Context: an optimization exercise on an open-source flow, tuned for small area and few clock cycles per item. The choices shown serve that exercise and are no tape-out recipe. Function was checked by simulation only, so behaviour that the tests miss may differ from the original. Power is estimated from default activity; no workload was simulated.

==> flow/design.v, too long to show whole: its modules and the start of the top module <==
// module dtsg_sine_rom: 291 lines
// module dtsg_fa: 10 lines
// module dtsg_ha: 9 lines
// module dual_tone_sample_generator_top: 1898 lines
module dual_tone_sample_generator_top (
    input  wire logic                                aclk,
    input  wire logic                                aresetn,
    input  wire logic                                s_tvalid,
    output logic                                     s_tready,
    input  wire logic [dtsg_pkg::S_TDATA_W-1:0]      s_tdata,    
    output logic                                     m_tvalid,
    input  wire logic                                m_tready,
    output logic [dtsg_pkg::M_TDATA_W-1:0]           m_tdata,    
    output logic [0:0]                               m_tuser,    
    input  wire logic                                cfg_wr_en,
    input  wire logic [dtsg_pkg::CFG_INDEX_W-1:0]    cfg_index,
    input  wire logic [dtsg_pkg::CFG_DATA_W-1:0]     cfg_wdata
);
  // ...
==> flow/flow/run.sh <==
#!/bin/bash
# The standard layout (standard.sh, the same ORFS make targets and
# settings), with three changes:
#  - synthesis maps the logic for area only: flow/synth.tcl is the standard flow's
#    synthesis script with flow/abc_map_area.script as ABC's mapping script
#    (no buffering or upsizing in ABC; the layout's repair steps do that)
#  - the port buffers are the smallest buffer cell (buf_1)
#  - clock tree: clkbuf_16 root, clkbuf_8 sink buffers for clusters of up
#    to 16 flip-flops, and no dummy loads
# make's output goes to standard.log; each ORFS step writes its own log
# under orfs/logs/.
set -euo pipefail
export FLOW_FLOW_DIR="$PWD/flow"
export BUFFER_PORTS_ARGS="-buffer_cell sky130_fd_sc_hd__buf_1"
export CTS_ARGS="-sink_clustering_enable -repair_clock_nets -sink_clustering_size 16 -sink_clustering_max_diameter 45 -root_buf sky130_fd_sc_hd__clkbuf_16 -buf_list sky130_fd_sc_hd__clkbuf_8 -dont_use_dummy_load"
sed "s#SYNTH_SCRIPT=[^ ]*#SYNTH_SCRIPT=$PWD/flow/synth.tcl#" standard.sh > standard_area_synth.sh
grep -q "SYNTH_SCRIPT=$PWD/flow/synth.tcl" standard_area_synth.sh
bash standard_area_synth.sh > standard.log 2>&1
==> flow/flow/abc_map_area.script <==
strash
dch
map -a
topo
dnsize -c
==> flow/flow/synth.tcl <==
# The standard flow's synthesis script (synth_recipe.tcl), unchanged except that the
# final technology mapping uses flow/abc_map_area.script: area-only mapping,
# without ABC's buffering and upsizing (the layout's repair steps size and
# buffer for timing and slew instead).
proc synth {args} { yosys synth -nofsm -noshare {*}$args }
proc abc {args} {
  set i [lsearch -exact $args -script]
  if { $i >= 0 } {
    lset args [expr { $i + 1 }] $::env(FLOW_FLOW_DIR)/abc_map_area.script
  }
  yosys abc {*}$args
}
source $::env(SCRIPTS_DIR)/synth.tcl
# left out here: clear keep_hierarchy, flatten, clean up, hide names made inside functions, write 1_2_yosys.v
==> flow/standard.sh <==
#!/bin/bash
# synth_recipe.tcl (not shown) runs the flow's synth.tcl, then flattens the netlist and writes it again
# the make line also repeats each setting of config.mk as NAME=value (left out here)
make -C /OpenROAD-flow-scripts/flow DESIGN_CONFIG=/design/flow/config.mk WORK_HOME=/design/flow/orfs CLKGATE_MAP_FILE= SYNTH_SCRIPT=/design/flow/synth_recipe.tcl "${@:-finish}"
==> flow/config.mk <==
export PLATFORM = sky130hd
export DESIGN_NAME = dual_tone_sample_generator_top
export DESIGN_NICKNAME = dual_tone_sample_generator_top
export VERILOG_FILES = /design/flow/design.v
export SDC_FILE = /design/flow/constraint.sdc
export NUM_CORES = 4
export LEC_CHECK = 0
export ABC_AREA = 1
export ABC_CLOCK_PERIOD_IN_PS = 10000
export CAP_MARGIN = 20
export CORE_MARGIN = 2
export CORE_UTILIZATION = 70
export SETUP_SLACK_MARGIN = 0.2
export SLEW_MARGIN = 20
export SYNTH_HIERARCHICAL = 1
export SYNTH_MINIMUM_KEEP_SIZE = 0
==> flow/constraint.sdc <==
create_clock -name core_clock -period 10.0 [get_ports {aclk}]
set_input_delay 2.0000 -clock core_clock [delete_from_list [all_inputs] [get_ports {aclk}]]
set_output_delay 2.0000 -clock core_clock [all_outputs]
set_load 0.01 [all_outputs]
==> flow_summary.ini, run 1 <==
[sta]
finalSetupViolCount = 0
maxSlewHeadroom_pct = 37.2

[floorplan]
dieArea_mm2 = 0.0295

[layout]
seq_cell_count = 228
layout-drive-gt1-share_pct = 6.86
fin_cells = 2463
fin_nets = 2466
sh_seq_area_pct = 32.3
clock_area_share_pct = 1.66

[synthesis]
synth_compound_area_share_pct = 9.86
synthXorXnorAreaFrac_pct = 2.09
synth_flop_cell = edfxtp_1

[status]
status = complete, no violations

[placed_design]
dp_slack_ps = 591
place_area_mm2 = 0.0207
place_congestion = 0.963
port_buffers = 59

[power]
pwr-share-comb_pct = 71.6
p_sw_share_pct = 48.7
pwr-share-seq_pct = 20.4

[global_routing]
use_met3_pct = 5.61
grt_max_degree = 75

[clock_network]
cts_resized = 8
htree_num_levels = 1

[worst_setup_path]
path_cells = buf_6 > clkinv_1 > buf_6 > or2_2 > o21ai_0 > clkinv_1 > buf_6 > nand2_1 > fa_1 > fa_1 > fa_1 > fa_1 > fa_1 > fa_2 > nand2_2 > o211ai_1 > o221a_2 > o221a_2 > o221a_2 > fa_1 > fa_1 > fa_1 > xnor2_1 > buf_2
cpPeakStageDelay_ps = 580
cp_common_cell = fa_1
crit_buf_inv = 6
r2r-end = s1_mag_reg[15]
arrival_ps = 7550

[detailed_routing]
top_layer_used = met4

[flow_run]
maxCapViolCount = 0
Testbench counts, summed over its fixed seeds: cycles 16,032, items 16,000.
==> module dtsg_sine_rom, before the edit <==
module dtsg_sine_rom (
    input  wire logic [7:0]  addr,
    output logic [14:0]      mag,    
    output logic             neg     
);
    logic [5:0]  idx;
    logic        peak;    
    logic [14:0] q;       
    assign neg  = addr[7];
    assign idx  = addr[6] ? 6'd0 - addr[5:0] : addr[5:0];
    assign peak = addr[6] && (addr[5:0] == 6'd0);
    assign mag = q | {15{peak}};
    logic n22, n23, n24, n25, n27, n28, n29, n30, n31, n32, n33, n34;
    logic n35, n37, n38, n39, n40, n41, n42, n43, n44, n45, n46, n47;
    logic n48, n49, n50, n51, n52, n53, n54, n55, n56, n57, n58, n59;
    logic n60, n61, n62, n63, n64, n65, n66, n67, n68, n69, n70, n71;
    logic n73, n74, n75, n76, n77, n78, n79, n80, n81, n83, n84, n85;
    logic n86, n87, n88, n89, n90, n91, n92, n93, n94, n95, n96, n97;
    logic n98, n99, n100, n101, n102, n103, n104, n105, n106, n107, n108, n109;
    logic n110, n111, n112, n113, n114, n115, n116, n118, n119, n120, n121, n122;
    logic n123, n124, n125, n126, n127, n128, n129, n130, n131, n132, n133, n134;
    logic n135, n136, n137, n138, n139, n140, n142, n143, n144, n145, n146, n147;
    logic n149, n150, n151, n152, n153, n154, n155, n156, n157, n158, n159, n160;
    logic n161, n162, n163, n164, n165, n167, n168, n169, n170, n171, n172, n173;
    logic n174, n175, n176, n177, n178, n179, n181, n182, n183, n184, n185, n186;
    logic n187, n188, n189, n190, n191, n192, n193, n194, n195, n196, n197, n198;
    logic n199, n200, n202, n203, n204, n205, n206, n207, n208, n209, n210, n211;
    logic n212, n213, n214, n215, n216, n217, n218, n219, n220, n221, n222, n224;
    logic n225, n226, n227, n228, n229, n230, n231, n232, n233, n234, n235, n237;
    logic n238, n239, n240, n241, n242, n243, n244, n245, n246, n247, n248, n249;
    logic n250, n251, n253, n254, n255, n256, n257, n258, n259, n260, n261, n262;
    logic n264, n265, n266, n267, n268, n269, n270, n271, n272, n273, n274, n275;
    logic n276, n277;
    assign n22 = ~idx[5] & ~idx[4];
    assign n23 = idx[2] & idx[1];
    assign n24 = ~idx[5] & ~idx[3];
    assign n25 = ~n23 & n24;
    assign q[14] = ~n22 & ~n25;
    assign n27 = idx[4] & ~n23;
    assign n28 = ~idx[3] & n27;
    assign n29 = idx[5] & idx[3];
    assign n30 = ~idx[4] & idx[3];
    assign n31 = ~idx[5] & ~n30;
    assign n32 = idx[1] & idx[0];
    assign n33 = ~idx[2] & ~n32;
    assign n34 = ~n31 & ~n33;
    assign n35 = ~n29 & ~n34;
    assign q[13] = n28 | ~n35;
    assign n37 = ~idx[5] & idx[4];
    assign n38 = ~idx[2] & n37;
    assign n39 = ~n24 & ~n38;
    assign n40 = q[14] & ~n39;
    assign n41 = ~n24 & ~n29;
    assign n42 = ~idx[2] & n41;
    assign n43 = ~idx[2] & ~idx[1];
    assign n44 = ~n23 & ~n43;
    assign n45 = ~n24 & ~n28;
    assign n46 = ~n44 & ~n45;
    assign n47 = idx[5] & idx[2];
    assign n48 = ~idx[4] & ~idx[1];
    assign n49 = ~n24 & ~n30;
    assign n50 = ~n48 & n49;
    assign n51 = n47 & ~n50;
    assign n52 = ~idx[3] & ~idx[0];
    assign n53 = ~idx[5] & idx[2];
    assign n54 = n52 & ~n53;
    assign n55 = idx[5] & idx[4];
    assign n56 = idx[5] & ~idx[2];
    assign n57 = ~n55 & ~n56;
    assign n58 = n54 & n57;
    assign n59 = ~idx[0] & n23;
    assign n60 = n37 & n59;
    assign n61 = ~n58 & ~n60;
    assign n62 = ~n51 & n61;
    assign n63 = ~n46 & n62;
    assign n64 = ~idx[4] & n32;
    assign n65 = n42 & n64;
    assign n66 = n63 & ~n65;
    assign n67 = n42 & n66;
    assign n68 = idx[2] & ~n41;
    assign n69 = ~n63 & n68;
    assign n70 = ~idx[4] & ~n69;
    assign n71 = ~n67 & n70;
    assign q[12] = ~n40 & ~n71;
    assign n73 = ~idx[4] & idx[0];
    assign n74 = idx[3] & ~n73;
    assign n75 = idx[2] & ~idx[1];
    assign n76 = ~idx[5] & n75;
    assign n77 = n74 & n76;
    assign n78 = idx[3] & ~idx[0];
    assign n79 = n37 & n43;
    assign n80 = n78 & n79;
    assign n81 = ~n77 & ~n80;
    assign q[11] = n66 & n81;
    assign n83 = ~idx[5] & ~idx[2];
    assign n84 = idx[4] & idx[1];
    assign n85 = n31 & ~n84;
    assign n86 = n29 & ~n43;
    assign n87 = ~n48 & n86;
    assign n88 = ~n28 & ~n87;
    assign n89 = ~n85 & n88;
    assign n90 = idx[0] & ~n89;
    assign n91 = ~n64 & ~n90;
    assign n92 = n83 & ~n91;
    assign n93 = n30 & n75;
    assign n94 = ~n44 & ~n73;
    assign n95 = ~idx[4] & ~n23;
    assign n96 = ~idx[3] & ~n95;
    assign n97 = ~n94 & n96;
    assign n98 = ~n93 & ~n97;
    assign n99 = idx[5] & ~n98;
    assign n100 = ~idx[5] & n78;
    assign n101 = n84 & n100;
    assign n102 = n37 & n39;
    assign n103 = ~n101 & n102;
    assign n104 = ~idx[2] & idx[1];
    assign n105 = ~n76 & ~n104;
    assign n106 = ~n50 & n105;
    assign n107 = ~idx[0] & n106;
    assign n108 = ~idx[3] & idx[0];
    assign n109 = n104 & n108;
    assign n110 = idx[3] & idx[0];
    assign n111 = idx[2] & n110;
    assign n112 = n48 & n111;
    assign n113 = ~n109 & ~n112;
    assign n114 = ~n107 & n113;
    assign n115 = ~n103 & n114;
    assign n116 = ~n99 & n115;
    assign q[10] = ~n92 & n116;
    assign n118 = n52 & ~n84;
    assign n119 = ~n58 & ~n110;
    assign n120 = n44 & ~n119;
    assign n121 = ~n118 & ~n120;
    assign n122 = ~idx[5] & ~idx[1];
    assign n123 = ~n121 & ~n122;
    assign n124 = ~idx[4] & n23;
    assign n125 = ~idx[0] & ~n48;
    assign n126 = n56 & ~n125;
    assign n127 = ~n73 & ~n126;
    assign n128 = ~n124 & n127;
    assign n129 = n78 & ~n128;
    assign n130 = ~idx[5] & n30;
    assign n131 = idx[1] & n130;
    assign n132 = ~n80 & ~n131;
    assign n133 = idx[4] & n86;
    assign n134 = n132 & ~n133;
    assign n135 = idx[4] & ~n83;
    assign n136 = ~n24 & ~n135;
    assign n137 = ~idx[1] & idx[0];
    assign n138 = ~n136 & n137;
    assign n139 = n134 & ~n138;
    assign n140 = ~n129 & n139;
    assign q[9] = n123 | ~n140;
    assign n142 = ~idx[0] & n104;
    assign n143 = n49 & n142;
    assign n144 = n48 & ~n53;
    assign n145 = n78 & ~n144;
    assign n146 = ~n143 & n145;
    assign n147 = ~n60 & ~n146;
    assign q[8] = n90 | ~n147;
    assign n149 = idx[3] & ~n127;
    assign n150 = idx[4] & n52;
    assign n151 = n47 & n150;
    assign n152 = n44 & n100;
    assign n153 = ~n151 & ~n152;
    assign n154 = n132 & n153;
    assign n155 = idx[3] & ~idx[2];
    assign n156 = ~idx[1] & ~n155;
    assign n157 = ~n111 & n156;
    assign n158 = n135 & n157;
    assign n159 = idx[2] & n32;
    assign n160 = n37 & n159;
    assign n161 = ~idx[4] & ~idx[2];
    assign n162 = n24 & n161;
    assign n163 = ~n160 & ~n162;
    assign n164 = ~n158 & n163;
    assign n165 = n154 & n164;
    assign q[7] = ~n149 & n165;
    assign n167 = ~n27 & ~n151;
    assign n168 = ~n157 & ~n167;
    assign n169 = ~idx[1] & ~idx[0];
    assign n170 = ~n150 & ~n169;
    assign n171 = n130 & n170;
    assign n172 = ~n24 & ~n52;
    assign n173 = n124 & n172;
    assign n174 = n76 & ~n150;
    assign n175 = ~idx[4] & n43;
    assign n176 = ~n78 & n175;
    assign n177 = ~n174 & ~n176;
    assign n178 = ~n173 & n177;
    assign n179 = ~n171 & n178;
    assign q[6] = ~n168 & n179;
    assign n181 = idx[3] & ~n71;
    assign n182 = idx[0] & n43;
    assign n183 = ~n37 & n182;
    assign n184 = ~n181 & n183;
    assign n185 = n47 & n107;
    assign n186 = ~n60 & ~n158;
    assign n187 = idx[3] & ~n186;
    assign n188 = ~n185 & ~n187;
    assign n189 = ~n30 & ~n47;
    assign n190 = ~n170 & ~n189;
    assign n191 = ~n27 & n108;
    assign n192 = ~n101 & ~n191;
    assign n193 = ~n65 & n192;
    assign n194 = ~n190 & n193;
    assign n195 = ~n37 & n111;
    assign n196 = ~n106 & n195;
    assign n197 = n38 & ~n119;
    assign n198 = ~n196 & ~n197;
    assign n199 = n194 & n198;
    assign n200 = n188 & n199;
    assign q[5] = n184 | ~n200;
    assign n202 = ~idx[4] & idx[2];
    assign n203 = ~q[9] & n202;
    assign n204 = ~n121 & ~n134;
    assign n205 = idx[5] & ~idx[0];
    assign n206 = ~n137 & ~n205;
    assign n207 = n155 & ~n206;
    assign n208 = ~n24 & ~n207;
    assign n209 = ~idx[4] & ~n208;
    assign n210 = ~n74 & n75;
    assign n211 = n74 & ~n75;
    assign n212 = ~n210 & ~n211;
    assign n213 = n55 & n212;
    assign n214 = ~n24 & n160;
    assign n215 = n56 & n169;
    assign n216 = n23 & n52;
    assign n217 = ~n109 & ~n216;
    assign n218 = ~n215 & n217;
    assign n219 = ~n214 & n218;
    assign n220 = ~n213 & n219;
    assign n221 = ~n209 & n220;
    assign n222 = ~n204 & n221;
    assign q[4] = ~n203 & n222;
    assign n224 = n188 & ~n195;
    assign n225 = ~n28 & ~n182;
    assign n226 = ~n212 & ~n225;
    assign n227 = ~idx[5] & n226;
    assign n228 = n52 & n56;
    assign n229 = idx[3] & n65;
    assign n230 = ~n228 & ~n229;
    assign n231 = ~n40 & n159;
    assign n232 = ~n171 & n176;
    assign n233 = ~n231 & ~n232;
    assign n234 = n230 & n233;
    assign n235 = ~n227 & n234;
    assign q[3] = n224 & n235;
    assign n237 = idx[5] & n124;
    assign n238 = ~n60 & ~n143;
    assign n239 = ~n237 & n238;
    assign n240 = ~n30 & ~n52;
    assign n241 = n83 & n240;
    assign n242 = ~n64 & n241;
    assign n243 = ~n131 & n195;
    assign n244 = ~n242 & ~n243;
    assign n245 = n239 & n244;
    assign n246 = n52 & n53;
    assign n247 = n29 & n64;
    assign n248 = ~n246 & ~n247;
    assign n249 = ~n23 & ~n248;
    assign n250 = ~n226 & ~n249;
    assign n251 = n245 & n250;
    assign q[2] = n129 | ~n251;
    assign n253 = idx[1] & ~n224;
    assign n254 = idx[0] & ~n43;
    assign n255 = n22 & ~n254;
    assign n256 = ~n171 & n255;
    assign n257 = ~idx[5] & ~n43;
    assign n258 = ~n212 & ~n257;
    assign n259 = ~n109 & ~n205;
    assign n260 = idx[4] & ~n259;
    assign n261 = ~n258 & ~n260;
    assign n262 = ~n256 & n261;
    assign q[1] = ~n253 & n262;
    assign n264 = ~n90 & ~n98;
    assign n265 = n52 & n175;
    assign n266 = n47 & n137;
    assign n267 = ~n265 & ~n266;
    assign n268 = n163 & n267;
    assign n269 = n55 & n78;
    assign n270 = ~n24 & ~n269;
    assign n271 = idx[1] & ~n270;
    assign n272 = n248 & ~n271;
    assign n273 = n79 & n270;
    assign n274 = ~idx[4] & n152;
    assign n275 = ~n273 & ~n274;
    assign n276 = n272 & n275;
    assign n277 = n268 & n276;
    assign q[0] = ~n264 & n277;
endmodule
==> run 2: changes to the inputs <==
--- a/flow/design.v
+++ b/flow/design.v
@@ -34,283 +34,282 @@
     assign peak = addr[6] && (addr[5:0] == 6'd0);
     assign mag = q | {15{peak}};
     logic n22, n23, n24, n25, n27, n28, n29, n30, n31, n32, n33, n34;
-    logic n35, n37, n38, n39, n40, n41, n42, n43, n44, n45, n46, n47;
-    logic n48, n49, n50, n51, n52, n53, n54, n55, n56, n57, n58, n59;
-    logic n60, n61, n62, n63, n64, n65, n66, n67, n68, n69, n70, n71;
-    logic n73, n74, n75, n76, n77, n78, n79, n80, n81, n83, n84, n85;
-    logic n86, n87, n88, n89, n90, n91, n92, n93, n94, n95, n96, n97;
+    logic n35, n36, n38, n39, n40, n41, n42, n43, n44, n46, n47, n48;
+    logic n49, n50, n51, n52, n53, n54, n55, n56, n57, n58, n59, n60;
+    logic n61, n62, n63, n64, n65, n66, n67, n68, n69, n70, n71, n72;
+    logic n73, n74, n75, n76, n77, n78, n79, n80, n81, n82, n83, n84;
+    logic n85, n86, n87, n89, n90, n91, n92, n93, n94, n95, n96, n97;
     logic n98, n99, n100, n101, n102, n103, n104, n105, n106, n107, n108, n109;
-    logic n110, n111, n112, n113, n114, n115, n116, n118, n119, n120, n121, n122;
-    logic n123, n124, n125, n126, n127, n128, n129, n130, n131, n132, n133, n134;
-    logic n135, n136, n137, n138, n139, n140, n142, n143, n144, n145, n146, n147;
-    logic n149, n150, n151, n152, n153, n154, n155, n156, n157, n158, n159, n160;
-    logic n161, n162, n163, n164, n165, n167, n168, n169, n170, n171, n172, n173;
-    logic n174, n175, n176, n177, n178, n179, n181, n182, n183, n184, n185, n186;
-    logic n187, n188, n189, n190, n191, n192, n193, n194, n195, n196, n197, n198;
-    logic n199, n200, n202, n203, n204, n205, n206, n207, n208, n209, n210, n211;
-    logic n212, n213, n214, n215, n216, n217, n218, n219, n220, n221, n222, n224;
-    logic n225, n226, n227, n228, n229, n230, n231, n232, n233, n234, n235, n237;
-    logic n238, n239, n240, n241, n242, n243, n244, n245, n246, n247, n248, n249;
-    logic n250, n251, n253, n254, n255, n256, n257, n258, n259, n260, n261, n262;
-    logic n264, n265, n266, n267, n268, n269, n270, n271, n272, n273, n274, n275;
-    logic n276, n277;
+    logic n110, n111, n112, n113, n114, n115, n116, n117, n118, n119, n120, n121;
+    logic n122, n123, n124, n125, n126, n128, n129, n130, n131, n132, n133, n134;
+    logic n135, n136, n137, n138, n139, n141, n142, n143, n144, n145, n146, n147;
+    logic n148, n149, n150, n151, n152, n153, n154, n155, n156, n158, n159, n160;
+    logic n161, n162, n163, n164, n165, n166, n167, n168, n169, n170, n172, n173;
+    logic n174, n175, n176, n177, n178, n179, n180, n181, n182, n183, n184, n185;
+    logic n186, n187, n188, n189, n190, n191, n193, n194, n195, n196, n197, n198;
+    logic n199, n200, n201, n202, n203, n204, n205, n207, n208, n209, n210, n211;
+    logic n212, n213, n214, n215, n216, n217, n218, n219, n220, n221, n222, n223;
+    logic n224, n226, n227, n228, n229, n230, n231, n232, n233, n234, n235, n236;
+    logic n237, n238, n239, n241, n242, n243, n244, n245, n246, n247, n248, n249;
+    logic n251, n252, n253, n254, n255, n256, n257, n258, n259, n260, n261, n262;
+    logic n263, n265, n266, n267, n268, n269, n270, n271, n272, n273, n274, n275;
+    logic n276;
     assign n22 = ~idx[5] & ~idx[4];
     assign n23 = idx[2] & idx[1];
     assign n24 = ~idx[5] & ~idx[3];
     assign n25 = ~n23 & n24;
     assign q[14] = ~n22 & ~n25;
-    assign n27 = idx[4] & ~n23;
-    assign n28 = ~idx[3] & n27;
-    assign n29 = idx[5] & idx[3];
-    assign n30 = ~idx[4] & idx[3];
-    assign n31 = ~idx[5] & ~n30;
-    assign n32 = idx[1] & idx[0];
-    assign n33 = ~idx[2] & ~n32;
-    assign n34 = ~n31 & ~n33;
-    assign n35 = ~n29 & ~n34;
-    assign q[13] = n28 | ~n35;
-    assign n37 = ~idx[5] & idx[4];
-    assign n38 = ~idx[2] & n37;
-    assign n39 = ~n24 & ~n38;
-    assign n40 = q[14] & ~n39;
-    assign n41 = ~n24 & ~n29;
-    assign n42 = ~idx[2] & n41;
-    assign n43 = ~idx[2] & ~idx[1];
-    assign n44 = ~n23 & ~n43;
-    assign n45 = ~n24 & ~n28;
-    assign n46 = ~n44 & ~n45;
-    assign n47 = idx[5] & idx[2];
-    assign n48 = ~idx[4] & ~idx[1];
-    assign n49 = ~n24 & ~n30;
-    assign n50 = ~n48 & n49;
-    assign n51 = n47 & ~n50;
-    assign n52 = ~idx[3] & ~idx[0];
-    assign n53 = ~idx[5] & idx[2];
-    assign n54 = n52 & ~n53;
-    assign n55 = idx[5] & idx[4];
-    assign n56 = idx[5] & ~idx[2];
-    assign n57 = ~n55 & ~n56;
-    assign n58 = n54 & n57;
-    assign n59 = ~idx[0] & n23;
-    assign n60 = n37 & n59;
-    assign n61 = ~n58 & ~n60;
-    assign n62 = ~n51 & n61;
-    assign n63 = ~n46 & n62;
-    assign n64 = ~idx[4] & n32;
-    assign n65 = n42 & n64;
-    assign n66 = n63 & ~n65;
-    assign n67 = n42 & n66;
-    assign n68 = idx[2] & ~n41;
-    assign n69 = ~n63 & n68;
-    assign n70 = ~idx[4] & ~n69;
-    assign n71 = ~n67 & n70;
-    assign q[12] = ~n40 & ~n71;
-    assign n73 = ~idx[4] & idx[0];
-    assign n74 = idx[3] & ~n73;
-    assign n75 = idx[2] & ~idx[1];
-    assign n76 = ~idx[5] & n75;
-    assign n77 = n74 & n76;
-    assign n78 = idx[3] & ~idx[0];
-    assign n79 = n37 & n43;
-    assign n80 = n78 & n79;
-    assign n81 = ~n77 & ~n80;
-    assign q[11] = n66 & n81;
-    assign n83 = ~idx[5] & ~idx[2];
-    assign n84 = idx[4] & idx[1];
-    assign n85 = n31 & ~n84;
-    assign n86 = n29 & ~n43;
-    assign n87 = ~n48 & n86;
-    assign n88 = ~n28 & ~n87;
-    assign n89 = ~n85 & n88;
-    assign n90 = idx[0] & ~n89;
-    assign n91 = ~n64 & ~n90;
-    assign n92 = n83 & ~n91;
-    assign n93 = n30 & n75;
-    assign n94 = ~n44 & ~n73;
-    assign n95 = ~idx[4] & ~n23;
-    assign n96 = ~idx[3] & ~n95;
-    assign n97 = ~n94 & n96;
-    assign n98 = ~n93 & ~n97;
-    assign n99 = idx[5] & ~n98;
-    assign n100 = ~idx[5] & n78;
-    assign n101 = n84 & n100;
-    assign n102 = n37 & n39;
-    assign n103 = ~n101 & n102;
-    assign n104 = ~idx[2] & idx[1];
-    assign n105 = ~n76 & ~n104;
-    assign n106 = ~n50 & n105;
-    assign n107 = ~idx[0] & n106;
-    assign n108 = ~idx[3] & idx[0];
-    assign n109 = n104 & n108;
-    assign n110 = idx[3] & idx[0];
-    assign n111 = idx[2] & n110;
-    assign n112 = n48 & n111;
-    assign n113 = ~n109 & ~n112;
-    assign n114 = ~n107 & n113;
-    assign n115 = ~n103 & n114;
-    assign n116 = ~n99 & n115;
-    assign q[10] = ~n92 & n116;
-    assign n118 = n52 & ~n84;
-    assign n119 = ~n58 & ~n110;
-    assign n120 = n44 & ~n119;
-    assign n121 = ~n118 & ~n120;
-    assign n122 = ~idx[5] & ~idx[1];
-    assign n123 = ~n121 & ~n122;
-    assign n124 = ~idx[4] & n23;
-    assign n125 = ~idx[0] & ~n48;
-    assign n126 = n56 & ~n125;
-    assign n127 = ~n73 & ~n126;
-    assign n128 = ~n124 & n127;
-    assign n129 = n78 & ~n128;
-    assign n130 = ~idx[5] & n30;
-    assign n131 = idx[1] & n130;
-    assign n132 = ~n80 & ~n131;
-    assign n133 = idx[4] & n86;
-    assign n134 = n132 & ~n133;
-    assign n135 = idx[4] & ~n83;
-    assign n136 = ~n24 & ~n135;
-    assign n137 = ~idx[1] & idx[0];
-    assign n138 = ~n136 & n137;
-    assign n139 = n134 & ~n138;
-    assign n140 = ~n129 & n139;
-    assign q[9] = n123 | ~n140;
-    assign n142 = ~idx[0] & n104;
-    assign n143 = n49 & n142;
-    assign n144 = n48 & ~n53;
-    assign n145 = n78 & ~n144;
-    assign n146 = ~n143 & n145;
-    assign n147 = ~n60 & ~n146;
-    assign q[8] = n90 | ~n147;
-    assign n149 = idx[3] & ~n127;
-    assign n150 = idx[4] & n52;
-    assign n151 = n47 & n150;
-    assign n152 = n44 & n100;
+    assign n27 = idx[4] & ~idx[3];
+    assign n28 = ~n23 & n27;
+    assign n29 = ~idx[3] & ~idx[2];
+    assign n30 = idx[5] & ~n29;
+    assign n31 = ~n28 & ~n30;
+    assign n32 = idx[4] & idx[3];
+    assign n33 = ~n24 & ~n32;
+    assign n34 = idx[1] & idx[0];
+    assign n35 = ~idx[2] & ~n34;
+    assign n36 = n33 & ~n35;
+    assign q[13] = ~n31 | n36;
+    assign n38 = ~idx[4] & ~q[13];
+    assign n39 = ~n25 & n38;
+    assign n40 = idx[3] & idx[2];
+    assign n41 = ~idx[4] & ~n40;
+    assign n42 = ~n31 & ~n41;
+    assign n43 = idx[4] & n40;
+    assign n44 = ~n42 & ~n43;
+    assign q[12] = n39 | ~n44;
+    assign n46 = idx[5] & idx[0];
+    assign n47 = idx[1] & n46;
+    assign n48 = idx[3] & ~n34;
+    assign n49 = ~idx[1] & ~idx[0];
+    assign n50 = n48 & ~n49;
+    assign n51 = ~n47 & ~n50;
+    assign n52 = ~idx[2] & ~idx[1];
+    assign n53 = ~n23 & ~n52;
+    assign n54 = idx[3] & n53;
+    assign n55 = n51 & n54;
+    assign n56 = ~idx[0] & n23;
+    assign n57 = ~n47 & ~n56;
+    assign n58 = ~idx[3] & ~n57;
+    assign n59 = idx[2] & ~idx[1];
+    assign n60 = ~idx[5] & n59;
+    assign n61 = idx[0] & n23;
+    assign n62 = ~n60 & ~n61;
+    assign n63 = n58 & n62;
+    assign n64 = ~n55 & ~n63;
+    assign n65 = ~idx[4] & ~n64;
+    assign n66 = idx[3] & idx[1];
+    assign n67 = ~idx[0] & ~n66;
+    assign n68 = ~idx[1] & ~n32;
+    assign n69 = n67 & ~n68;
+    assign n70 = ~n29 & ~n43;
+    assign n71 = ~idx[1] & ~n70;
+    assign n72 = ~n69 & ~n71;
+    assign n73 = ~idx[5] & ~n72;
+    assign n74 = ~n59 & ~n66;
+    assign n75 = idx[5] & ~idx[4];
+    assign n76 = ~n74 & n75;
+    assign n77 = n23 & n24;
+    assign n78 = ~n76 & ~n77;
+    assign n79 = idx[2] & ~n78;
+    assign n80 = ~idx[5] & ~idx[0];
+    assign n81 = idx[4] & idx[2];
+    assign n82 = n80 & n81;
+    assign n83 = idx[1] & n82;
+    assign n84 = n27 & n52;
+    assign n85 = ~n83 & ~n84;
+    assign n86 = ~n79 & n85;
+    assign n87 = ~n73 & n86;
+    assign q[11] = ~n65 & n87;
+    assign n89 = idx[4] & idx[0];
+    assign n90 = ~idx[5] & ~idx[2];
+    assign n91 = idx[4] & n90;
+    assign n92 = idx[3] & ~idx[0];
+    assign n93 = n91 & ~n92;
+    assign n94 = ~n82 & ~n93;
+    assign n95 = n48 & ~n94;
+    assign n96 = ~n27 & ~n92;
+    assign n97 = idx[3] & n22;
+    assign n98 = ~idx[2] & n68;
+    assign n99 = ~n97 & n98;
+    assign n100 = n22 & n66;
+    assign n101 = ~n61 & ~n100;
+    assign n102 = ~n99 & n101;
+    assign n103 = n96 & ~n102;
+    assign n104 = ~n95 & ~n103;
+    assign n105 = n89 & ~n104;
+    assign n106 = ~n71 & ~n105;
+    assign n107 = ~idx[5] & ~n106;
+    assign n108 = idx[5] & ~idx[2];
+    assign n109 = idx[0] & ~n108;
+    assign n110 = n53 & ~n109;
+    assign n111 = idx[0] & ~n53;
+    assign n112 = ~idx[4] & idx[3];
+    assign n113 = ~n111 & n112;
+    assign n114 = ~n110 & n113;
+    assign n115 = n89 & ~n90;
+    assign n116 = ~idx[3] & ~n80;
+    assign n117 = ~n46 & n116;
+    assign n118 = ~n115 & ~n117;
+    assign n119 = n58 & n118;
+    assign n120 = n49 & n75;
+    assign n121 = n53 & ~n75;
+    assign n122 = ~n60 & n116;
+    assign n123 = n121 & n122;
+    assign n124 = ~n120 & ~n123;
+    assign n125 = ~n119 & n124;
+    assign n126 = ~n114 & n125;
+    assign q[10] = ~n107 & n126;
+    assign n128 = idx[4] & ~n74;
+    assign n129 = ~n114 & ~n128;
+    assign n130 = idx[5] & ~n129;
+    assign n131 = ~idx[1] & ~n118;
+    assign n132 = n34 & n54;
+    assign n133 = idx[5] & ~idx[0];
+    assign n134 = idx[4] & n133;
+    assign n135 = ~n81 & ~n134;
+    assign n136 = n69 & n135;
+    assign n137 = ~n100 & ~n136;
+    assign n138 = ~n132 & n137;
+    assign n139 = ~n131 & n138;
+    assign q[9] = n130 | ~n139;
+    assign n141 = ~n33 & ~n49;
+    assign n142 = n35 & n141;
+    assign n143 = ~idx[5] & idx[0];
+    assign n144 = ~idx[5] & n40;
+    assign n145 = ~n66 & ~n144;
+    assign n146 = ~n143 & ~n145;
+    assign n147 = ~n142 & n146;
+    assign n148 = ~n29 & ~n59;
+    assign n149 = n89 & ~n148;
+    assign n150 = ~idx[4] & ~idx[3];
+    assign n151 = n143 & n150;
+    assign n152 = n32 & n49;
     assign n153 = ~n151 & ~n152;
-    assign n154 = n132 & n153;
-    assign n155 = idx[3] & ~idx[2];
-    assign n156 = ~idx[1] & ~n155;
-    assign n157 = ~n111 & n156;
-    assign n158 = n135 & n157;
-    assign n159 = idx[2] & n32;
-    assign n160 = n37 & n159;
-    assign n161 = ~idx[4] & ~idx[2];
-    assign n162 = n24 & n161;
-    assign n163 = ~n160 & ~n162;
-    assign n164 = ~n158 & n163;
-    assign n165 = n154 & n164;
-    assign q[7] = ~n149 & n165;
-    assign n167 = ~n27 & ~n151;
-    assign n168 = ~n157 & ~n167;
-    assign n169 = ~idx[1] & ~idx[0];
-    assign n170 = ~n150 & ~n169;
-    assign n171 = n130 & n170;
-    assign n172 = ~n24 & ~n52;
-    assign n173 = n124 & n172;
-    assign n174 = n76 & ~n150;
-    assign n175 = ~idx[4] & n43;
-    assign n176 = ~n78 & n175;
-    assign n177 = ~n174 & ~n176;
-    assign n178 = ~n173 & n177;
-    assign n179 = ~n171 & n178;
-    assign q[6] = ~n168 & n179;
-    assign n181 = idx[3] & ~n71;
-    assign n182 = idx[0] & n43;
-    assign n183 = ~n37 & n182;
-    assign n184 = ~n181 & n183;
-    assign n185 = n47 & n107;
-    assign n186 = ~n60 & ~n158;
-    assign n187 = idx[3] & ~n186;
-    assign n188 = ~n185 & ~n187;
-    assign n189 = ~n30 & ~n47;
-    assign n190 = ~n170 & ~n189;
-    assign n191 = ~n27 & n108;
-    assign n192 = ~n101 & ~n191;
-    assign n193 = ~n65 & n192;
-    assign n194 = ~n190 & n193;
-    assign n195 = ~n37 & n111;
-    assign n196 = ~n106 & n195;
-    assign n197 = n38 & ~n119;
-    assign n198 = ~n196 & ~n197;
-    assign n199 = n194 & n198;
-    assign n200 = n188 & n199;
-    assign q[5] = n184 | ~n200;
-    assign n202 = ~idx[4] & idx[2];
-    assign n203 = ~q[9] & n202;
-    assign n204 = ~n121 & ~n134;
-    assign n205 = idx[5] & ~idx[0];
-    assign n206 = ~n137 & ~n205;
-    assign n207 = n155 & ~n206;
-    assign n208 = ~n24 & ~n207;
-    assign n209 = ~idx[4] & ~n208;
-    assign n210 = ~n74 & n75;
-    assign n211 = n74 & ~n75;
-    assign n212 = ~n210 & ~n211;
-    assign n213 = n55 & n212;
-    assign n214 = ~n24 & n160;
-    assign n215 = n56 & n169;
-    assign n216 = n23 & n52;
-    assign n217 = ~n109 & ~n216;
-    assign n218 = ~n215 & n217;
-    assign n219 = ~n214 & n218;
-    assign n220 = ~n213 & n219;
-    assign n221 = ~n209 & n220;
-    assign n222 = ~n204 & n221;
-    assign q[4] = ~n203 & n222;
-    assign n224 = n188 & ~n195;
-    assign n225 = ~n28 & ~n182;
-    assign n226 = ~n212 & ~n225;
-    assign n227 = ~idx[5] & n226;
-    assign n228 = n52 & n56;
-    assign n229 = idx[3] & n65;
+    assign n154 = ~n83 & n153;
+    assign n155 = ~n149 & n154;
+    assign n156 = ~n95 & n155;
+    assign q[8] = n147 | ~n156;
+    assign n158 = ~n93 & ~n112;
+    assign n159 = n67 & ~n158;
+    assign n160 = n38 & n159;
+    assign n161 = n32 & n108;
+    assign n162 = n78 & ~n161;
+    assign n163 = ~idx[0] & ~n162;
+    assign n164 = ~n51 & n81;
+    assign n165 = idx[1] & n29;
+    assign n166 = ~n150 & ~n165;
+    assign n167 = ~n90 & ~n166;
+    assign n168 = ~n93 & ~n167;
+    assign n169 = ~n164 & n168;
+    assign n170 = ~n163 & n169;
+    assign q[7] = n160 | ~n170;
+    assign n172 = ~idx[0] & ~n31;
+    assign n173 = idx[5] & idx[2];
+    assign n174 = n71 & n173;
+    assign n175 = n23 & n75;
+    assign n176 = ~n60 & ~n175;
+    assign n177 = ~n174 & n176;
+    assign n178 = ~n172 & ~n177;
+    assign n179 = idx[4] & ~idx[2];
+    assign n180 = idx[1] & ~n112;
+    assign n181 = ~idx[0] & ~n180;
+    assign n182 = idx[4] & ~n48;
+    assign n183 = ~n181 & ~n182;
+    assign n184 = idx[2] & n133;
+    assign n185 = ~n183 & n184;
+    assign n186 = ~n179 & ~n185;
+    assign n187 = idx[1] & ~n186;
+    assign n188 = n68 & ~n96;
+    assign n189 = ~n52 & ~n97;
+    assign n190 = ~n188 & ~n189;
+    assign n191 = ~n187 & ~n190;
+    assign q[6] = ~n178 & n191;
+    assign n193 = ~n90 & ~n173;
+    assign n194 = idx[4] & ~n193;
+    assign n195 = idx[3] & ~n194;
+    assign n196 = ~n28 & ~n195;
+    assign n197 = n68 & n193;
+    assign n198 = ~n128 & n197;
+    assign n199 = ~n196 & ~n198;
+    assign n200 = idx[0] & ~n199;
+    assign n201 = idx[4] & n80;
+    assign n202 = n66 & n201;
+    assign n203 = ~n55 & ~n202;
+    assign n204 = ~n159 & ~n185;
+    assign n205 = n203 & n204;
+    assign q[5] = n200 | ~n205;
+    assign n207 = ~n47 & ~n59;
+    assign n208 = n112 & ~n207;
+    assign n209 = ~n108 & ~n208;
+    assign n210 = ~n183 & ~n209;
+    assign n211 = ~n108 & n150;
+    assign n212 = ~idx[0] & ~n211;
+    assign n213 = n52 & n112;
+    assign n214 = ~n165 & ~n213;
+    assign n215 = n144 & n180;
+    assign n216 = n22 & ~n23;
+    assign n217 = ~n215 & ~n216;
+    assign n218 = n214 & n217;
+    assign n219 = ~n212 & ~n218;
+    assign n220 = ~n175 & ~n211;
+    assign n221 = idx[0] & ~n220;
+    assign n222 = ~n58 & ~n221;
+    assign n223 = ~n174 & n222;
+    assign n224 = ~n219 & n223;
+    assign q[4] = ~n210 & n224;
+    assign n226 = ~n32 & ~n92;
+    assign n227 = n59 & n226;
+    assign n228 = ~n83 & ~n227;
+    assign n229 = ~n80 & n150;
     assign n230 = ~n228 & ~n229;
-    assign n231 = ~n40 & n159;
-    assign n232 = ~n171 & n176;
-    assign n233 = ~n231 & ~n232;
-    assign n234 = n230 & n233;
-    assign n235 = ~n227 & n234;
-    assign q[3] = n224 & n235;
-    assign n237 = idx[5] & n124;
-    assign n238 = ~n60 & ~n143;
-    assign n239 = ~n237 & n238;
-    assign n240 = ~n30 & ~n52;
-    assign n241 = n83 & n240;
-    assign n242 = ~n64 & n241;
-    assign n243 = ~n131 & n195;
-    assign n244 = ~n242 & ~n243;
-    assign n245 = n239 & n244;
-    assign n246 = n52 & n53;
-    assign n247 = n29 & n64;
-    assign n248 = ~n246 & ~n247;
-    assign n249 = ~n23 & ~n248;
-    assign n250 = ~n226 & ~n249;
-    assign n251 = n245 & n250;
-    assign q[2] = n129 | ~n251;
-    assign n253 = idx[1] & ~n224;
-    assign n254 = idx[0] & ~n43;
-    assign n255 = n22 & ~n254;
-    assign n256 = ~n171 & n255;
-    assign n257 = ~idx[5] & ~n43;
-    assign n258 = ~n212 & ~n257;
-    assign n259 = ~n109 & ~n205;
-    assign n260 = idx[4] & ~n259;
-    assign n261 = ~n258 & ~n260;
-    assign n262 = ~n256 & n261;
-    assign q[1] = ~n253 & n262;
-    assign n264 = ~n90 & ~n98;
-    assign n265 = n52 & n175;
-    assign n266 = n47 & n137;
-    assign n267 = ~n265 & ~n266;
-    assign n268 = n163 & n267;
-    assign n269 = n55 & n78;
-    assign n270 = ~n24 & ~n269;
-    assign n271 = idx[1] & ~n270;
-    assign n272 = n248 & ~n271;
-    assign n273 = n79 & n270;
-    assign n274 = ~idx[4] & n152;
-    assign n275 = ~n273 & ~n274;
-    assign n276 = n272 & n275;
-    assign n277 = n268 & n276;
-    assign q[0] = ~n264 & n277;
+    assign n231 = n133 & ~n148;
+    assign n232 = ~n230 & n231;
+    assign n233 = ~n31 & ~n62;
+    assign n234 = n40 & n46;
+    assign n235 = idx[2] & ~n80;
+    assign n236 = n112 & n235;
+    assign n237 = ~n234 & ~n236;
+    assign n238 = ~n233 & n237;
+    assign n239 = ~n232 & n238;
+    assign q[3] = n104 & n239;
+    assign n241 = ~idx[0] & ~n32;
+    assign n242 = ~n91 & ~n142;
+    assign n243 = ~n241 & ~n242;
+    assign n244 = n133 & ~n214;
+    assign n245 = ~n57 & n112;
+    assign n246 = ~n175 & ~n234;
+    assign n247 = ~n245 & n246;
+    assign n248 = ~n244 & n247;
+    assign n249 = ~n230 & n248;
+    assign q[2] = n243 | ~n249;
+    assign n251 = ~n211 & n226;
+    assign n252 = n52 & ~n251;
+    assign n253 = n22 & n67;
+    assign n254 = n89 & n165;
+    assign n255 = ~n134 & ~n254;
+    assign n256 = ~n253 & n255;
+    assign n257 = ~n252 & n256;
+    assign n258 = idx[1] & ~n226;
+    assign n259 = ~n227 & ~n258;
+    assign n260 = idx[5] & ~n259;
+    assign n261 = idx[1] & n40;
+    assign n262 = n183 & n261;
+    assign n263 = ~n260 & ~n262;
+    assign q[1] = n257 & n263;
+    assign n265 = ~n68 & n74;
+    assign n266 = ~n105 & ~n265;
+    assign n267 = ~idx[5] & ~n266;
+    assign n268 = ~n120 & ~n211;
+    assign n269 = n103 & ~n268;
+    assign n270 = n121 & n241;
+    assign n271 = n66 & n134;
+    assign n272 = n46 & n59;
+    assign n273 = ~n271 & ~n272;
+    assign n274 = ~n208 & n273;
+    assign n275 = ~n270 & n274;
+    assign n276 = ~n269 & n275;
+    assign q[0] = ~n267 & n276;
 endmodule
 `default_nettype wire
 `default_nettype none
==> flow_summary.ini, run 2 <==
[status]
status = complete, no violations

[sta]
worst_pin_slew_ps = 938
maxSlewHeadroom_pct = 36.6
hold_violations = 0
rsz0062_at_grt = no
clock.fmax_mhz = 105
period_minus_slack_ps = 9500
skew_ps = 53.9
period_share_pct = 95.0
tns_ps = 0
final-max-slew-violation-count = 0
finalSetupViolCount = 0

[power]
clock_power_share_pct = 8.0
pwr-share-seq_pct = 20.6
ir_drop_v = 0.000345
p_int_uw = 3420
power.density_mw_per_mm2 = 314
p_leak_uw = 0.00665
p_sw_share_pct = 48.2
pwr-share-comb_pct = 71.3
switching_power_uw = 3190

[clock_network]
cts_tree = yes
path_clk_slew_ps = 100
cts_hold_buf = 0
clkSinkCount = 228
clockBufferDepth = 3
cts_made_buffers = 24
htree_num_levels = 1
root_buffer = clkbuf_16
clock_latency_ps = 500

[synthesis]
yosysTopAreaCellShare_pct = 34.5
syn_area_mm2 = 0.0197
synthTopCellsByCount = 369 x nand2_1, 272 x fa_1, 262 x clkinv_1, 256 x nor2_1, 226 x edfxtp_1
yosysTopAreaCell = edfxtp_1
ys_warn_count = 7
ys_seq_elements = 228
synth_area_leaders = edfxtp_1 34%, fa_1 28%, nand2_1 7.0%
syn_inst = 1958
synth_most_common_cell = nand2_1
synth_edf_count = 226
synth_flop_cell = edfxtp_1
ys_types = 44
syn_area_per_cell_um2 = 10.1
async_flop_share_pct = 0
seq_area_frac_synth_pct = 34.7
synth.net_count = 2341

[worst_setup_path]
startpoint_type = flop
crit_type = reg2out
cp.required_ps = 8000
cp_max_fo = 19
arrival_ps = 7500
cp-end-kind = output pin

[placed_design]
place_area_mm2 = 0.0206
place_congestion = 1.02
port_buffers = 59
place_inst = 2416
dpl.hpwl_um = 36400

[flow_run]
maxCapViolCount = 0

[detailed_routing]
wl_per_cell_um = 19.5
drt_iter0_markers = 1458
drc = 0
finalWirelength_um = 47800
first_pass_iters = 7
vias = 15200
vias_per_cell = 6.21
ant_nets = 0

[floorplan]
die_h_um = 172
start_util_pct = 71.0
dieArea_mm2 = 0.0295
io_pins = 67
rows = 61
die_w_um = 172
core-area_mm2 = 0.0277

[global_routing]
grt_max_degree = 71
grt-ovfl-total = 0
grt_pass1_vias = 15900
grt_pass1_wl_um = 77200
antenna_found_initial = 1
track_usage_pct = 33.6

[layout]
final_common_cell = nand2_1
fin_cells = 2444
layout-drive-gt1-share_pct = 6.78
fin_nets = 2450
syn2layout_area_growth_pct = 6.94
postLayoutCellArea_mm2 = 0.0211
layout_common_cells = 369 x nand2_1, 272 x fa_1, 255 x nor2_1
num-fill-cells = 1835

[worst_hold_path]
hp-class = reg2reg
[run 2: changes by cell type in the layout (fill, tap and decap cells not counted), moves of 8 or more]
cell and delta:
o21ai_0 -11, a21oi_1 +12, nand2_1 -10, nor4_1 -10
nor3_1 -10, clkinv_1 -8
[run 2: layer usage]
metal  wire length, um  track usage [%]
met1             18200             44.0
met2             23000             55.7
met3              4310             5.68
met4              2200             15.2
met5                 0                0
[run 2: final cells by class]
class                      count  area [um^2]  area share (%)
inverter                     262         1040            4.95
antenna                        1         2.50          0.0119
sequential                   228         6830            32.4
multi-input combinational   1466        11900            56.6
clock buffer                  24          364            1.73
timing repair buffer          85          418            1.99
tap                          378          473            2.25
[run 2: power by group through the flow]
stage / registers (uW) / clock network (uW) / logic (uW)
floorplan: 1310 / 0 / 3590
global placement: 1360 / 0 / 4470
detailed placement: 1370 / 0 / 4680
CTS: 1350 / 543 / 4690
global route: 1370 / 568 / 5370
finish: 1360 / 531 / 4710
[run 2: what timing repair did]
item | 4_1_cts | 5_1_grt
pin swaps | 0 | 0
gates resized for setup | 4 | 13
setup buffers | 0 | 3
endpoints found under the setup margin | 1 | 6
[run 2: worst paths after layout]
| kind | to | depth (start not counted) | startpoint | slack [ps] |
|---|---|---|---|---|
| max reg2reg | s1_mag_reg[15] | 38 | tone_mode_reg | 1230 |
| min reg2reg | phase_zero_reg | 2 | phase_zero_reg | 450 |
| min | phase_zero_reg | 2 | phase_zero_reg | 450 |
| max | m_tdata[11] | 24 | tone_mode_reg | 500 |
[run 2: worst max-delay path, cell delays in order, from the launching register on]
cell and delay [ps]:
edfxtp_1 330, buf_4 200, clkinv_1 90, buf_4 210, or2_2 300, o21ai_1 210
bufinv_8 290, nand2_1 90, fa_1 450, fa_1 460, fa_1 420, fa_1 580
fa_1 460, o22ai_1 180, nand3_1 90, o21ai_0 80, a41oi_1 130, o221a_2 330
o221a_2 290, o221a_2 270, fa_1 380, fa_1 380, fa_1 510, xnor2_1 110
buf_1 170
[run 2: logic make-up (layout without fill, tap and decap cells)]
kind of cell,count (synthesis),in the layout,synth area share (%)
AO/OA/AOI/OAI,330,330,10.7
XOR/XNOR,45,45,2.00
adder cells (fa/ha/maj),340,340,31.9
buffers and inverters,264,371,5.07
flip-flops,228,228,34.7
other,0,1,0
AND/OR/NAND/NOR,751,751,15.7
[run 2: Yosys stat by module, one instance, submodules excluded]
module	cells	flops+latches	cell area (um^2)	times used
dtsg_sine_rom	219	0	1100	2
dtsg_fa	1	0	20.0	272
dtsg_ha	1	0	12.5	33
dual_tone_sample_generator_top	1215	228	11600	1
[run 2: per-stage QoR]
stage / hold slack (ps) / utilization, % / setup WS (ps) / power, uW
finish: 454 / 76.0 / 500 / 6610
floorplan: 420 / - / 403 / 4900
CTS: 456 / 75.7 / 203 / 6590
detailed placement: 443 / 74.4 / 713 / 6050
global route: 483 / 76.0 / 186 / 7310
global placement: 430 / 74.3 / 824 / 5830
Testbench counts of run 2, summed over its fixed seeds: cycles 16,032, items 16,000.

-- what the ideal ports hide --
In the flow no input, the clock included, has a driving cell. The finished layouts below were timed again as built, in two steps. Step 1: set_driving_cell puts a clkbuf_16 on aclk and a buf_2 on each other input, an assumption about the parent block. Step 2 adds t to the input delays and takes it off the output delays; t is the mean of the earliest and latest rising clock arrival at the registers after step 1. Input paths then give back, and output paths get back, about the clock's delay inside the block. Slacks: ideal / step 1 / step 2; pairs: ideal / step 1.
run	t, ns	setup slack, ns	clock arrival spread, ns	slew at the worst register clock pin (ns)	worst slew at a driven data input, ns
run 1	0.533	0.449 / 0.400 / 0.826	0.067 / 0.066	0.10 / 0.10	0.05
run 2	0.525	0.500 / 0.449 / 0.974	0.054 / 0.054	0.10 / 0.10	0.09
After both steps setup and hold are still met in every run listed.
